Source: an optimization exercise on an open RTL-to-GDS flow (aim: small area). Production flows keep margins and buffers that such runs may drop. In this exercise RTL edits were held to simulation tests only and were not proved equivalent to the original. Power figures rest on the tool's default switching activity, not on a simulated workload.

## JK
Design rs_top, start of the top module:
module rs_top #(
    parameter int ALU_ENTRIES    = 8,
    parameter int MUL_ENTRIES    = 4,
    parameter int MEM_ENTRY_BITS = 4
) (
    input  logic                 clk,
    input  logic                 rst,
    input  logic                 dispatch_valid,
    input  rs_pkg::instr_class_t dispatch_class,
    input  rs_pkg::rob_order_t   dispatch_order,
    input  logic                 dispatch_rs1_used,
    input  logic                 dispatch_rs1_rdy,
    input  rs_pkg::phys_reg_t    dispatch_rs1_paddr,
    input  rs_pkg::word_t        dispatch_rs1_data,
    input  logic                 dispatch_rs2_used,
    input  logic                 dispatch_rs2_rdy,
    input  rs_pkg::phys_reg_t    dispatch_rs2_paddr,
    input  rs_pkg::word_t        dispatch_rs2_data,
    input  rs_pkg::ctrl_word_t   dispatch_ctrl,
    output logic                 stall,
    input  logic                 wb_valid,
    input  rs_pkg::phys_reg_t    wb_paddr,
    input  rs_pkg::word_t        wb_data,
    input  rs_pkg::rob_order_t   rob_head_order,
    input  logic                 alu_issue_req,
  ...
For scale: about 430 I/O pins, about 0.11 mm² of cells after synthesis.
==> flow/config.mk <==
export PLATFORM = sky130hd
export DESIGN_NAME = rs_top
export DESIGN_NICKNAME = rs_top
export VERILOG_FILES = /design/flow/design.v
export SDC_FILE = /design/flow/constraint.sdc
export NUM_CORES = 4
export LEC_CHECK = 0
export CAP_MARGIN = 20
export CORE_MARGIN = 2
export CORE_UTILIZATION = 50
export CTS_BUF_LIST = sky130_fd_sc_hd__clkbuf_16
export CTS_CLUSTER_DIAMETER = 60
export CTS_CLUSTER_SIZE = 22
export SLEW_MARGIN = 20
export BUFFER_PORTS_ARGS = -buffer_cell sky130_fd_sc_hd__buf_1
export CTS_ARGS = -sink_clustering_enable -repair_clock_nets -sink_clustering_size 22 -sink_clustering_max_diameter 60 -buf_list sky130_fd_sc_hd__clkbuf_16 -dont_use_dummy_load
==> flow/constraint.sdc <==
create_clock -name core_clock -period 7.0 [get_ports {clk}]
set_input_delay 1.4000 -clock core_clock [delete_from_list [all_inputs] [get_ports {clk}]]
set_output_delay 1.4000 -clock core_clock [all_outputs]
set_load 0.01 [all_outputs]
standard.sh (not shown) runs the stock make flow with config.mk's settings and CLKGATE_MAP_FILE= SYNTH_SCRIPT=/design/flow/synth_recipe.tcl, a recipe that flattens the netlist after the stock synthesis.
==> flow/flow/run.sh <==
#!/bin/bash
# Standard layout, with two changes: the port buffers are the smallest buffer
# (every port still gets one), and CTS inserts no dummy loads.
set -euo pipefail
cd "$(dirname "$0")/.."
{
  echo 'export BUFFER_PORTS_ARGS = -buffer_cell sky130_fd_sc_hd__buf_1'
  echo 'export CTS_ARGS = -sink_clustering_enable -repair_clock_nets -sink_clustering_size 22 -sink_clustering_max_diameter 60 -buf_list sky130_fd_sc_hd__clkbuf_16 -dont_use_dummy_load'
} >> config.mk
bash standard.sh > standard.log 2>&1
## Diff of input files: MS against JK
==> flow/flow/run.sh <==
#!/bin/bash
# Standard layout, with two changes: the port buffers are the smallest buffer
# (every port still gets one), and CTS inserts no dummy loads.
set -euo pipefail
cd "$(dirname "$0")/.."
{
  echo 'export BUFFER_PORTS_ARGS = -buffer_cell sky130_fd_sc_hd__buf_1'
  echo 'export CTS_ARGS = -sink_clustering_enable -repair_clock_nets -sink_clustering_size 14 -sink_clustering_max_diameter 50 -buf_list sky130_fd_sc_hd__clkbuf_8 -dont_use_dummy_load'
} >> config.mk
bash standard.sh > standard.log 2>&1
==> flow/config.mk <==
export PLATFORM = sky130hd
export DESIGN_NAME = rs_top
export DESIGN_NICKNAME = rs_top
export VERILOG_FILES = /design/flow/design.v
export SDC_FILE = /design/flow/constraint.sdc
export NUM_CORES = 4
export LEC_CHECK = 0
export CAP_MARGIN = 20
export CORE_MARGIN = 2
export CORE_UTILIZATION = 55
export CTS_BUF_LIST = sky130_fd_sc_hd__clkbuf_8
export CTS_CLUSTER_DIAMETER = 50
export CTS_CLUSTER_SIZE = 14
export SLEW_MARGIN = 20
export BUFFER_PORTS_ARGS = -buffer_cell sky130_fd_sc_hd__buf_1
export CTS_ARGS = -sink_clustering_enable -repair_clock_nets -sink_clustering_size 14 -sink_clustering_max_diameter 50 -buf_list sky130_fd_sc_hd__clkbuf_8 -dont_use_dummy_load
--- outcome ---
MS closes out successfully: all stages finished, all timing, DRC and antenna checks passed. Share of the final layout cell area in sequential cells came out higher on MS than on JK. Looking at growth of design area from synthesis to finish across MS and JK, the one that comes out lower is MS. Higher shortest period the worst path allows was reported by MS, not JK. Delta (MS minus JK): power per cell area now smaller; via count of the first global-routing pass now larger; number of register bits inferred by synthesis comparable. Design internal power, MS and JK: lower on MS.

========
## job 7109
Another version of the RTL of rs_top (not shown whole).
Size in the first run: ~430 I/O pins, ~110,000 um2 of cells after synthesis.
==> flow/config.mk <==
export PLATFORM = sky130hd
export DESIGN_NAME = rs_top
export DESIGN_NICKNAME = rs_top
export VERILOG_FILES = /design/flow/design.v
export SDC_FILE = /design/flow/constraint.sdc
export NUM_CORES = 4
export LEC_CHECK = 0
export CAP_MARGIN = 10
export CORE_MARGIN = 2
export CORE_UTILIZATION = 50
export CTS_BUF_LIST = sky130_fd_sc_hd__clkbuf_8
export CTS_CLUSTER_DIAMETER = 60
export CTS_CLUSTER_SIZE = 15
export SLEW_MARGIN = 10
export BUFFER_PORTS_ARGS = -buffer_cell sky130_fd_sc_hd__buf_1
export CTS_ARGS = -sink_clustering_enable -repair_clock_nets -sink_clustering_size 15 -sink_clustering_max_diameter 60 -buf_list sky130_fd_sc_hd__clkbuf_8 -dont_use_dummy_load
==> flow/constraint.sdc <==
create_clock -name core_clock -period 7.0 [get_ports {clk}]
set_input_delay 1.4000 -clock core_clock [delete_from_list [all_inputs] [get_ports {clk}]]
set_output_delay 1.4000 -clock core_clock [all_outputs]
set_load 0.01 [all_outputs]
==> flow/flow/run.sh <==
#!/bin/bash
# Standard layout, with two changes: the port buffers are the smallest buffer
# (every port still gets one), and CTS inserts no dummy loads.
set -euo pipefail
cd "$(dirname "$0")/.."
{
  echo 'export BUFFER_PORTS_ARGS = -buffer_cell sky130_fd_sc_hd__buf_1'
  echo 'export CTS_ARGS = -sink_clustering_enable -repair_clock_nets -sink_clustering_size 15 -sink_clustering_max_diameter 60 -buf_list sky130_fd_sc_hd__clkbuf_8 -dont_use_dummy_load'
} >> config.mk
bash standard.sh > standard.log 2>&1
Input changes introduced in job 4145 (baseline for comparison: job 7109):
- CTS_BUF_LIST changed from sky130_fd_sc_hd__clkbuf_8 to sky130_fd_sc_hd__clkbuf_16
- CAP_MARGIN changed from 10 to 20
- CTS_ARGS changed from -sink_clustering_enable -repair_clock_nets -sink_clustering_size 15 -sink_clustering_max_diameter 60 -buf_list sky130_fd_sc_hd__clkbuf_8 -dont_use_dummy_load to -sink_clustering_enable -repair_clock_nets -sink_clustering_size 22 -sink_clustering_max_diameter 60 -buf_list sky130_fd_sc_hd__clkbuf_16 -dont_use_dummy_load
- SLEW_MARGIN changed from 10 to 20
- CTS_CLUSTER_SIZE changed from 15 to 22
--- a/flow/flow/run.sh
+++ b/flow/flow/run.sh
@@ -7,3 +7,3 @@
   echo 'export BUFFER_PORTS_ARGS = -buffer_cell sky130_fd_sc_hd__buf_1'
-  echo 'export CTS_ARGS = -sink_clustering_enable -repair_clock_nets -sink_clustering_size 15 -sink_clustering_max_diameter 60 -buf_list sky130_fd_sc_hd__clkbuf_8 -dont_use_dummy_load'
+  echo 'export CTS_ARGS = -sink_clustering_enable -repair_clock_nets -sink_clustering_size 22 -sink_clustering_max_diameter 60 -buf_list sky130_fd_sc_hd__clkbuf_16 -dont_use_dummy_load'
 } >> config.mk
==> comparison <==
- Job 4145 was carried through to the last stage, and its layout satisfied the timing, DRC and antenna checks.
- Final-layout clock buffer total sits lower in job 4145 than in job 7109.
- Going from job 7109 to job 4145, the proportion of cell area occupied by registers was found to have gone down by 1.1 points.
- Per the comparison of job 4145 with job 7109, worst-case setup margin in the final layout shows an increase of 0.19 ns; power now sits higher; maximum vdd drop higher; minimum clock period after layout decreased 0.19 ns.
- Cmp job 4145 and job 7109 / worst-margin pin slew / lower: job 4145
- Post-route cell area deteriorates in job 4145 relative to job 7109.
- Job 4145 has number of inserted diodes above what job 7109 had.
Changes in job 8640 relative to job 4145:
- CORE_UTILIZATION: 50 -> 55
- CTS_BUF_LIST: sky130_fd_sc_hd__clkbuf_16 -> sky130_fd_sc_hd__clkbuf_8
- CTS_ARGS: -sink_clustering_enable -repair_clock_nets -sink_clustering_size 22 -sink_clustering_max_diameter 60 -buf_list sky130_fd_sc_hd__clkbuf_16 -dont_use_dummy_load -> -sink_clustering_enable -repair_clock_nets -sink_clustering_size 15 -sink_clustering_max_diameter 60 -buf_list sky130_fd_sc_hd__clkbuf_8 -dont_use_dummy_load
- SLEW_MARGIN: 20 -> 3
- CAP_MARGIN: 20 -> 3
- CTS_CLUSTER_SIZE: 22 -> 15
--- a/flow/flow/run.sh
+++ b/flow/flow/run.sh
@@ -7,3 +7,3 @@
   echo 'export BUFFER_PORTS_ARGS = -buffer_cell sky130_fd_sc_hd__buf_1'
-  echo 'export CTS_ARGS = -sink_clustering_enable -repair_clock_nets -sink_clustering_size 22 -sink_clustering_max_diameter 60 -buf_list sky130_fd_sc_hd__clkbuf_16 -dont_use_dummy_load'
+  echo 'export CTS_ARGS = -sink_clustering_enable -repair_clock_nets -sink_clustering_size 15 -sink_clustering_max_diameter 60 -buf_list sky130_fd_sc_hd__clkbuf_8 -dont_use_dummy_load'
 } >> config.mk
==> comparison <==
Finished, but not clean: job 8640, with max-capacitance violations, max-slew violations. Lower routed wire length among job 8640 and job 4145: job 8640. Fmax: job 8640 below job 4145. Compared to job 4145, job 8640 leaves less free space in the core. In the tables for job 8640 and job 4145, clock period minus final worst setup slack reads higher with job 8640. In the reports for job 8640 and job 4145, the larger clock network contribution to total cell area belongs to job 4145. Diff job 4145 -> job 8640 | die width | down by a few percent. Routed length on met3 was lower in job 8640 than in job 4145. Reported for job 8640 and job 4145, area after synthesis turned out identical to the last digit. Comparing fraction of final layout cells sized beyond drive strength 1 for job 8640 and job 4145, the bigger number came from job 4145. Side by side, proportion of power drawn by combinational gates turned out higher in job 8640 than in job 4145.
The following lists how job 9566 was set up differently from job 8640:
- CORE_UTILIZATION now 50, was 55
- CTS_ARGS now -sink_clustering_enable -repair_clock_nets -sink_clustering_size 14 -sink_clustering_max_diameter 50 -buf_list sky130_fd_sc_hd__clkbuf_8 -dont_use_dummy_load, was -sink_clustering_enable -repair_clock_nets -sink_clustering_size 15 -sink_clustering_max_diameter 60 -buf_list sky130_fd_sc_hd__clkbuf_8 -dont_use_dummy_load
- SLEW_MARGIN now 10, was 3
- CTS_CLUSTER_SIZE now 14, was 15
- CTS_CLUSTER_DIAMETER now 50, was 60
- CAP_MARGIN now 10, was 3
--- a/flow/flow/run.sh
+++ b/flow/flow/run.sh
@@ -7,3 +7,3 @@
   echo 'export BUFFER_PORTS_ARGS = -buffer_cell sky130_fd_sc_hd__buf_1'
-  echo 'export CTS_ARGS = -sink_clustering_enable -repair_clock_nets -sink_clustering_size 15 -sink_clustering_max_diameter 60 -buf_list sky130_fd_sc_hd__clkbuf_8 -dont_use_dummy_load'
+  echo 'export CTS_ARGS = -sink_clustering_enable -repair_clock_nets -sink_clustering_size 14 -sink_clustering_max_diameter 50 -buf_list sky130_fd_sc_hd__clkbuf_8 -dont_use_dummy_load'
 } >> config.mk
Notes after the runs:
- Job 9566: flow completed, timing, DRC and antenna clean
- Across both runs, clock-buffer cell count was higher for job 9566 than for job 8640.
- Job 9566 ended up with sky130_fd_sc_hd__dfxtp_1 as its library cell contributing the largest single delay on the critical path; job 8640 ended up with sky130_fd_sc_hd__and3_1.
- Compared with job 8640, in job 9566 global-route wire length before repair picked up an extra 15,000 um, clock power picked up an extra about 17%.
- In job 9566, the peak fanout along the critical path came out 11 below the value in job 8640.
- The initial antenna violation count of job 9566 is lower than that of job 8640.
- On clock period minus worst slack: between job 9566 and job 8640, it ends up lower for job 8640.
- On critical path arrival, the higher figure sits with job 9566, not job 8640.

==> separate check: timing with driven ports <==
The results above use ideal ports. As a check the final layouts listed here were re-extracted and re-timed, cells and wires unchanged.
Step 1, drivers: a clkbuf_16 drives clk and a buf_2 each remaining input, both assumed.
Step 2 adds t to the input delays and takes it off the output delays; t is the mean of the earliest and latest rising clock arrival at the registers after step 1. Input paths then give back, and output paths get back, about the clock's delay inside the block.
a / b / c = ideal / step 1 / step 2; a / b = the first two.
run	shift t [ns]	setup slack, ns	worst hold slack (ns)
JK	0.932	0.833 / 0.735 / 1.548	0.485 / 0.485 / 0.485
MS	1.200	0.639 / 0.532 / 1.625	0.478 / 0.478 / 0.478
job 7109	1.072	0.526 / 0.438 / 1.454	0.502 / 0.502 / 0.502
job 4145	0.931	0.720 / 0.625 / 1.424	0.501 / 0.501 / 0.501
job 8640	1.106	0.620 / 0.532 / 1.333	0.502 / 0.502 / 0.502
job 9566	1.123	0.452 / 0.363 / 1.441	0.500 / 0.500 / 0.500
